Source: an optimization exercise on an open RTL-to-GDS flow (aim: small area, a short achievable clock period and few clock cycles per item). Production flows keep margins and buffers that such runs may drop.
Where RTL was checked, it was by simulation tests only, not by an equivalence proof against the original.
The clock port is modelled as an ideal driver, which makes a skipped or thinned clock tree look cheaper than it is; a real chip needs a root buffer or a tree.
Power is estimated from default activity; no workload was simulated.

// sha1_pad_top
module sha1_pad_top (
    input  logic           sys_clk,
    input  logic           sys_rst,
    input  logic           msg_cal_channel_ready,
    input  logic           msg_info_fifo_empty,
    input  logic [15:0]    msg_info,
    input  logic [5:0]     msg_channel_num,
    output logic           msg_info_rd_en,
    output logic           msg_data_rd_en,
    input  logic [127:0]   msg_data,
    output logic           msg_filled_data_valid,
    output logic           msg_filled_data_sop,
    output logic           msg_filled_data_eop,
    output logic [511:0]   msg_filled_data,
    output logic           msg_filled_info_valid,
    output logic [15:0]    msg_filled_info,
    output logic [13:0]    msg_filled_tag,
    output logic [11:0]    msg_filled_addr
);
Size: ~630 flip-flops.
Settings: LEC_CHECK=0, CAP_MARGIN=20, CORE_AREA=5 5 170 170, CTS_CLUSTER_DIAMETER=100, CTS_CLUSTER_SIZE=30, DIE_AREA=0 0 175 175, SLEW_MARGIN=20; clock period 5.0 ns.
standard.sh (not shown) runs the stock make flow with config.mk's settings and CLKGATE_MAP_FILE= SYNTH_SCRIPT=/design/flow/synth_recipe.tcl, a recipe that flattens the netlist after the stock synthesis.
==> flow/flow/run.sh <==
#!/bin/bash
# Standard layout with buf_2 port buffers and pins one track apart. After CTS
# (flow/post_cts_tree.tcl) the top of the clock tree is rebuilt as four
# branch buffers driven by the clock port, then the timing repair runs.
set -e
bash standard.sh BUFFER_PORTS_ARGS="-buffer_cell sky130_fd_sc_hd__buf_2" \
  PLACE_PINS_ARGS="-min_distance 1 -min_distance_in_tracks" \
  SKIP_CTS_REPAIR_TIMING=1 POST_CTS_TCL=$PWD/flow/post_cts_tree.tcl \
  finish > standard.log 2>&1
==> flow/flow/post_cts_tree.tcl <==
# After CTS: rebuild the top of the clock tree. CTS gives port -> root buffer
# -> a few branch buffers -> leaf buffers -> flip-flops. Here the root and
# branch buffers are replaced by four branch buffers, each at the centre of
# one quarter of the leaf buffers, driven by the clock port directly. Every
# flip-flop still gets the clock through two buffers. Then the timing repair
# that CTS would have run.
set block [ord::get_db_block]
set port_net [$block findNet sys_clk]

proc out_net {inst} {
  foreach it [$inst getITerms] {
    if {[$it isOutputSignal]} { return [$it getNet] }
  }
  return ""
}
proc loads {net} {
  set r {}
  foreach it [$net getITerms] {
    if {[$it isInputSignal]} { lappend r $it }
  }
  return $r
}
proc is_clkbuf {inst} {
  return [string match "sky130_fd_sc_hd__clkbuf_*" [[$inst getMaster] getName]]
}

# Walk down from the port through buffers until the level whose loads are
# flip-flops (the leaf buffers).
set upper {}
set level [loads $port_net]
set leaves {}
set ok 1
for {set depth 0} {$depth < 6} {incr depth} {
  set insts {}
  foreach it $level { lappend insts [$it getInst] }
  set all_buf 1
  foreach inst $insts { if {![is_clkbuf $inst]} { set all_buf 0 } }
  if {!$all_buf} { set ok 0; break }
  # Are the next loads all non-buffers (flip-flops)? Then these are leaves.
  set next {}
  set next_all_buf 1
  foreach inst $insts {
    foreach it [loads [out_net $inst]] {
      lappend next $it
      if {![is_clkbuf [$it getInst]]} { set next_all_buf 0 }
    }
  }
  if {!$next_all_buf} { set leaves $insts; break }
  set upper [concat $upper $insts]
  set level $next
}
puts "post_cts_tree: [llength $upper] upper buffers, [llength $leaves] leaf buffers"

if {$ok && [llength $leaves] >= 8 && [llength $upper] >= 1} {
  # Split the leaves in four: by x at the median, then each half by y.
  set pts {}
  foreach leaf $leaves {
    set bb [$leaf getBBox]
    lappend pts [list $leaf [expr {([$bb xMin] + [$bb xMax]) / 2}] [expr {([$bb yMin] + [$bb yMax]) / 2}]]
  }
  set pts [lsort -integer -index 1 $pts]
  set h [expr {[llength $pts] / 2}]
  set groups {}
  foreach half [list [lrange $pts 0 [expr {$h - 1}]] [lrange $pts $h end]] {
    set half [lsort -integer -index 2 $half]
    set q [expr {[llength $half] / 2}]
    lappend groups [lrange $half 0 [expr {$q - 1}]] [lrange $half $q end]
  }
  set master [[ord::get_db] findMaster sky130_fd_sc_hd__clkbuf_16]
  # Take out the old upper tree.
  foreach inst $upper {
    set n [out_net $inst]
    foreach it [$inst getITerms] { if {[$it getNet] ne "NULL"} { $it disconnect } }
    odb::dbInst_destroy $inst
    if {$n ne "" && $n ne "NULL"} { odb::dbNet_destroy $n }
  }
  foreach it [loads $port_net] { $it disconnect }
  set k 0
  foreach g $groups {
    set sx 0; set sy 0
    foreach p $g { incr sx [lindex $p 1]; incr sy [lindex $p 2] }
    set cx [expr {$sx / [llength $g]}]
    set cy [expr {$sy / [llength $g]}]
    set buf [odb::dbInst_create $block $master "clkbuf_top_$k"]
    $buf setLocation [expr {$cx - 4000}] $cy
    $buf setPlacementStatus PLACED
    set net [odb::dbNet_create $block "clknet_top_$k"]
    $net setSigType CLOCK
    [$buf findITerm A] connect $port_net
    [$buf findITerm X] connect $net
    foreach p $g {
      set leaf [lindex $p 0]
      [$leaf findITerm A] disconnect
      [$leaf findITerm A] connect $net
    }
    puts "post_cts_tree: clkbuf_top_$k at ($cx, $cy) drives [llength $g] leaf buffers"
    incr k
  }
} else {
  puts "post_cts_tree: tree left as is"
}
detailed_placement
estimate_parasitics -placement
repair_timing_helper
detailed_placement
check_placement -verbose
Testbench counts at the start, summed over its fixed seeds: cycles 19,299, messages 800.
Rerun with:
--- a/flow/flow/run.sh
+++ b/flow/flow/run.sh
@@ -3,3 +3,3 @@
 # (flow/post_cts_tree.tcl) the top of the clock tree is rebuilt as four
-# branch buffers driven by the clock port, then the timing repair runs.
+# branch buffers driven by the clock port, then the timing repair runs, aiming at a 2.0 ns period.
 set -e
@@ -8,2 +8,2 @@
   SKIP_CTS_REPAIR_TIMING=1 POST_CTS_TCL=$PWD/flow/post_cts_tree.tcl \
-  finish > standard.log 2>&1
+  SETUP_SLACK_MARGIN=3.0 finish > standard.log 2>&1
--- a/flow/flow/post_cts_tree.tcl
+++ b/flow/flow/post_cts_tree.tcl
@@ -26,28 +26,31 @@
 
-# Walk down from the port through buffers until the level whose loads are
-# flip-flops (the leaf buffers).
+# Walk down from the port: a clock buffer whose loads include flip-flops is
+# a leaf buffer; the clock buffers above the leaves are the upper tree. Cells
+# with no output (CTS's balancing loads) on the upper tree's nets go with it.
 set upper {}
-set level [loads $port_net]
 set leaves {}
+set dummies {}
 set ok 1
-for {set depth 0} {$depth < 6} {incr depth} {
-  set insts {}
-  foreach it $level { lappend insts [$it getInst] }
-  set all_buf 1
-  foreach inst $insts { if {![is_clkbuf $inst]} { set all_buf 0 } }
-  if {!$all_buf} { set ok 0; break }
-  # Are the next loads all non-buffers (flip-flops)? Then these are leaves.
-  set next {}
-  set next_all_buf 1
-  foreach inst $insts {
-    foreach it [loads [out_net $inst]] {
-      lappend next $it
-      if {![is_clkbuf [$it getInst]]} { set next_all_buf 0 }
+set frontier [list $port_net]
+while {[llength $frontier] > 0} {
+  set net [lindex $frontier 0]
+  set frontier [lrange $frontier 1 end]
+  foreach it [loads $net] {
+    set inst [$it getInst]
+    set onet [out_net $inst]
+    if {$onet eq "" || $onet eq "NULL"} { lappend dummies $inst; continue }
+    if {![is_clkbuf $inst]} { set ok 0; continue }
+    set has_ff 0
+    foreach l [loads $onet] {
+      if {[[[$l getInst] getMaster] isSequential]} { set has_ff 1 }
+    }
+    if {$has_ff} {
+      lappend leaves $inst
+    } else {
+      lappend upper $inst
+      lappend frontier $onet
     }
   }
-  if {!$next_all_buf} { set leaves $insts; break }
-  set upper [concat $upper $insts]
-  set level $next
 }
-puts "post_cts_tree: [llength $upper] upper buffers, [llength $leaves] leaf buffers"
+puts "post_cts_tree: [llength $upper] upper buffers, [llength $leaves] leaf buffers, [llength $dummies] loads without output on the upper tree"
 
@@ -70,2 +73,6 @@
   # Take out the old upper tree.
+  foreach inst $dummies {
+    foreach it [$inst getITerms] { if {[$it getNet] ne "NULL"} { $it disconnect } }
+    odb::dbInst_destroy $inst
+  }
   foreach inst $upper {
The changed run went through all stages and came out clean.
Fmax climbs by roughly a tenth.
Utilization climbs by 0.19 points.
Critical path depth does not change.
Power is about the same.
Die area does not change.
Setup slack improved by 0.22 ns.
Hold slack hardly moves.
Flip-flop and latch count does not change.
Wire length climbs slightly.
Rerun with:
==> flow/flow/run.sh (replaced) <==
#!/bin/bash
# Standard layout with buf_1 port buffers and pins one track apart; CTS adds
# no balancing loads. After CTS (flow/post_cts_tree.tcl) the top of the clock
# tree is rebuilt as four branch buffers driven by the clock port, input port
# buffers become buf_1 (flow/inputs_small.tcl), then the timing repair runs,
# aiming at a 1.9 ns period.
set -e
export SMALL_INPUT_BUFFERS=$PWD/flow/inputs_small.tcl
bash standard.sh BUFFER_PORTS_ARGS="-buffer_cell sky130_fd_sc_hd__buf_1" \
  PLACE_PINS_ARGS="-min_distance 1 -min_distance_in_tracks" \
  CTS_ARGS="-sink_clustering_enable -repair_clock_nets -sink_clustering_size 30 -sink_clustering_max_diameter 100 -dont_use_dummy_load" \
  SKIP_CTS_REPAIR_TIMING=1 POST_CTS_TCL=$PWD/flow/post_cts_tree.tcl \
  SETUP_SLACK_MARGIN=3.1 finish > standard.log 2>&1
==> flow/flow/inputs_small.tcl (new file) <==
# Input ports have timing to spare: their port buffers get the smallest
# buffer (buf_1); the repair that follows may size any of them back up.
proc small_input_buffers {} {
  set block [ord::get_db_block]
  set n 0
  foreach bterm [$block getBTerms] {
    if {[$bterm getIoType] ne "INPUT"} { continue }
    if {[$bterm getName] eq "sys_clk"} { continue }
    set net [$bterm getNet]
    if {$net eq "NULL"} { continue }
    foreach it [$net getITerms] {
      set inst [$it getInst]
      if {[[$inst getMaster] getName] eq "sky130_fd_sc_hd__buf_2"} {
        replace_cell [$inst getName] sky130_fd_sc_hd__buf_1
        incr n
      }
    }
  }
  puts "small_input_buffers: $n input port buffers now buf_1"
}
small_input_buffers
--- a/flow/flow/post_cts_tree.tcl
+++ b/flow/flow/post_cts_tree.tcl
@@ -108,2 +108,3 @@
 }
+if {[info exists ::env(SMALL_INPUT_BUFFERS)]} { source $::env(SMALL_INPUT_BUFFERS) }
 detailed_placement
Outcome: Worst setup slack gets better by 0.069 ns. Fmax goes up by a few percent. Via count is higher slightly. Die area is unchanged. Sequential power hardly moves. Total power shrinks slightly. Final area shrinks by a few percent. Area after synthesis stays the same. Global-route usage decreases by 0.43 points.
Rerun with:
==> flow/flow/run.sh (replaced) <==
#!/bin/bash
# The standard layout (standard.sh: standard synthesis, floorplan, place,
# CTS, route), with these changes:
#  - every port gets a buf_1 port buffer (the timing repair sizes up the ones
#    that need it);
#  - I/O pins may sit one routing track apart, so the die can be small;
#  - CTS adds no balancing loads;
#  - after CTS, flow/post_cts_tree.tcl rebuilds the top of the clock tree as
#    four branch buffers driven by the clock port, each feeding a quarter of
#    the leaf buffers, then runs the timing repair CTS would have run;
#  - the timing repair aims at 1.92 ns (SETUP_SLACK_MARGIN 3.08 at the 5 ns
#    clock).
# All output goes to standard.log here; ORFS keeps each step's log under orfs/logs.
set -e
bash standard.sh BUFFER_PORTS_ARGS="-buffer_cell sky130_fd_sc_hd__buf_1" \
  PLACE_PINS_ARGS="-min_distance 1 -min_distance_in_tracks" \
  CTS_ARGS="-sink_clustering_enable -repair_clock_nets -sink_clustering_size 30 -sink_clustering_max_diameter 100 -dont_use_dummy_load" \
  SKIP_CTS_REPAIR_TIMING=1 POST_CTS_TCL=$PWD/flow/post_cts_tree.tcl \
  SETUP_SLACK_MARGIN=3.08 finish > standard.log 2>&1
--- a/flow/flow/post_cts_tree.tcl
+++ b/flow/flow/post_cts_tree.tcl
@@ -108,3 +108,2 @@
 }
-if {[info exists ::env(SMALL_INPUT_BUFFERS)]} { source $::env(SMALL_INPUT_BUFFERS) }
 detailed_placement
removed: flow/flow/inputs_small.tcl
What happened: The changed run completed with no timing, DRC or antenna violations; worst setup slack gets worse by 0.025 ns; power barely changes; design area went down by about 1.2%; critical path depth does not change; via count went down by 0.46%; global-route usage hardly moves.

* * *

sha1_pad_top, a different RTL version from the one above (not shown whole).
Size: ~940 cells after synthesis, about 530 flip-flops, about 710 I/O pins, roughly 14000 sq um of cells after synthesis.
Settings: LEC_CHECK=0, CAP_MARGIN=20, CORE_AREA=5 5 170 170, CTS_CLUSTER_DIAMETER=100, CTS_CLUSTER_SIZE=30, DIE_AREA=0 0 175 175, SLEW_MARGIN=20; clock period 5.0 ns.
==> flow/flow/run.sh <==
#!/bin/bash
# Standard layout with buf_2 port buffers and pins one track apart. After CTS
# (flow/post_cts.tcl) the clock tree's root buffer is taken out, then the
# timing repair runs.
set -e
bash standard.sh BUFFER_PORTS_ARGS="-buffer_cell sky130_fd_sc_hd__buf_2" \
  PLACE_PINS_ARGS="-min_distance 1 -min_distance_in_tracks" \
  SKIP_CTS_REPAIR_TIMING=1 POST_CTS_TCL=$PWD/flow/post_cts.tcl \
  SETUP_SLACK_MARGIN=2.6 finish > standard.log 2>&1
==> flow/flow/post_cts.tcl <==
# After CTS: take out the clock tree's root buffer, so the clock port drives
# the tree's first level (a couple of buffers) directly, one buffer delay less
# to every flip-flop; then run the timing repair that CTS would have run.
set block [ord::get_db_block]
set port_net [$block findNet sys_clk]
set loads {}
foreach it [$port_net getITerms] { lappend loads $it }
set root ""
if {[llength $loads] == 1} {
  set root [[lindex $loads 0] getInst]
  if {![string match "sky130_fd_sc_hd__clkbuf_*" [[$root getMaster] getName]]} { set root "" }
}
if {$root ne ""} {
  set out_net ""
  foreach it [$root getITerms] {
    if {[$it isOutputSignal]} { set out_net [$it getNet] }
  }
  set moved {}
  foreach it [$out_net getITerms] {
    if {[$it getInst] ne $root} { lappend moved $it }
  }
  if {[llength $moved] <= 4} {
    foreach it $moved {
      $it disconnect
      $it connect $port_net
    }
    puts "post_cts: removed [$root getName]; clock port now drives [llength $moved] pins"
    odb::dbInst_destroy $root
    odb::dbNet_destroy $out_net
  } else {
    puts "post_cts: root buffer drives [llength $moved] pins, left as is"
  }
} else {
  puts "post_cts: clock port drives [llength $loads] pins, left as is"
}
estimate_parasitics -placement
repair_timing_helper
detailed_placement
check_placement -verbose
Rerun with:
==> flow/flow/run.sh (replaced) <==
#!/bin/bash
bash standard.sh BUFFER_PORTS_ARGS="-buffer_cell sky130_fd_sc_hd__buf_2" finish > standard.log 2>&1
CORE_AREA = 5 5 245 245   (was 5 5 170 170)
DIE_AREA = 0 0 250 250   (was 0 0 175 175)
removed: flow/flow/post_cts.tcl
Utilization drops by 37 points.
Total power went up by 6.9%.
Routed wire length climbs by 27%.
Worst setup slack loses 520 ps.
Cell count climbs by 22%.
Clock-buffer cell count rose by 1.
Rerun with:
==> flow/flow/run.sh (replaced) <==
#!/bin/bash
# Standard layout with buf_2 port buffers and pins one track apart. After CTS
# (flow/post_cts.tcl) the clock tree's root buffer is taken out, then the
# timing repair runs.
set -e
bash standard.sh BUFFER_PORTS_ARGS="-buffer_cell sky130_fd_sc_hd__buf_2" \
  PLACE_PINS_ARGS="-min_distance 1 -min_distance_in_tracks" \
  SKIP_CTS_REPAIR_TIMING=1 POST_CTS_TCL=$PWD/flow/post_cts.tcl \
  finish > standard.log 2>&1
==> flow/flow/post_cts.tcl (new file) <==
# After CTS: take out the clock tree's root buffer, so the clock port drives
# the tree's first level (a couple of buffers) directly, one buffer delay less
# to every flip-flop; then run the timing repair that CTS would have run.
set block [ord::get_db_block]
set port_net [$block findNet sys_clk]
set loads {}
foreach it [$port_net getITerms] { lappend loads $it }
set root ""
if {[llength $loads] == 1} {
  set root [[lindex $loads 0] getInst]
  if {![string match "sky130_fd_sc_hd__clkbuf_*" [[$root getMaster] getName]]} { set root "" }
}
if {$root ne ""} {
  set out_net ""
  foreach it [$root getITerms] {
    if {[$it isOutputSignal]} { set out_net [$it getNet] }
  }
  set moved {}
  foreach it [$out_net getITerms] {
    if {[$it getInst] ne $root} { lappend moved $it }
  }
  if {[llength $moved] <= 4} {
    foreach it $moved {
      $it disconnect
      $it connect $port_net
    }
    puts "post_cts: removed [$root getName]; clock port now drives [llength $moved] pins"
    odb::dbInst_destroy $root
    odb::dbNet_destroy $out_net
  } else {
    puts "post_cts: root buffer drives [llength $moved] pins, left as is"
  }
} else {
  puts "post_cts: clock port drives [llength $loads] pins, left as is"
}
estimate_parasitics -placement
repair_timing_helper
detailed_placement
check_placement -verbose
CORE_AREA = 5 5 170 170   (was 5 5 245 245)
DIE_AREA = 0 0 175 175   (was 0 0 250 250)
After rerunning:
- The new run completed without violations
- routed wire length is lower by about 22%
- cell area goes down by about 4%
- critical path depth is unchanged
- total power drops by about 7%
- count of clock-buffer cells in the layout came out lower by 1
- clock power is lower by 20%
- worst setup slack improves by 350 ps
- worst hold slack gets better by 3.4 ps
- core utilization rises by 35 points
- non-clock buffer count falls by 1
Rerun with:
==> flow/flow/run.sh (replaced) <==
#!/bin/bash
bash standard.sh BUFFER_PORTS_ARGS="-buffer_cell sky130_fd_sc_hd__buf_1" finish > standard.log 2>&1
CORE_AREA = 5 5 245 245   (was 5 5 170 170)
DIE_AREA = 0 0 250 250   (was 0 0 175 175)
removed: flow/flow/post_cts.tcl
After rerunning: The changed run completed without violations. Global-route usage shrinks by 9.6 points. Fmax decreases by 9.9%. Count of clock-buffer cells in the layout increases by 2. Power rose by 6.4%. Flip-flop and latch count is unchanged. Setup slack is worse by 300 ps. Non-clock buffer count grows by 2. Worst hold slack degrades by 10 ps. Combinational power is lower by about 7%. Routed wire length went up by about 30%.
No run of this note included a check of the RTL's function; only the layout flow was run.

-- separate check: timing with driven ports --
In the flow no input, the clock included, has a driving cell. The finished layouts below were timed again as built, in two steps.
Step 1: set_driving_cell puts a clkbuf_16 on sys_clk and a buf_2 on each other input, an assumption about the parent block.
Step 2 adds t to the input delays and takes it off the output delays; t is the mean of the earliest and latest rising clock arrival at the registers after step 1. Input paths then give back, and output paths get back, about the clock's delay inside the block.
Slacks: ideal ports / drivers / drivers and shift; pairs: ideal ports / drivers.
run	t, ns	setup slack, ns	worst setup path at the end	worst data-port slew with drivers (ns)	pins driven straight from the clock port
the first run of note 1	0.611	2.823 / 2.770 / 2.866	input to register	0.14	1
the second run of note 1	0.445	3.048 / 2.945 / 2.865	input to register	0.12	4
the third run of note 1	0.451	3.117 / 3.011 / 2.950	input to register	0.13	4
the fourth run of note 1	0.450	3.092 / 2.986 / 2.959	input to register	0.13	4
the first run of note 2	0.466	2.411 / 2.387 / 2.387	input to output	0.15	2
the second run of note 2	0.627	1.893 / 1.839 / 2.388	input to output	0.13	1
the third run of note 2	0.466	2.247 / 2.183 / 2.388	input to output	0.13	2
the fourth run of note 2	0.633	1.945 / 1.890 / 2.147	input to output	0.13	1
After both steps every run listed still meets setup and hold. The setup slack of the second run of note 1, which loses most, moves by -0.103 ns with the drivers and by -0.183 ns with both steps.
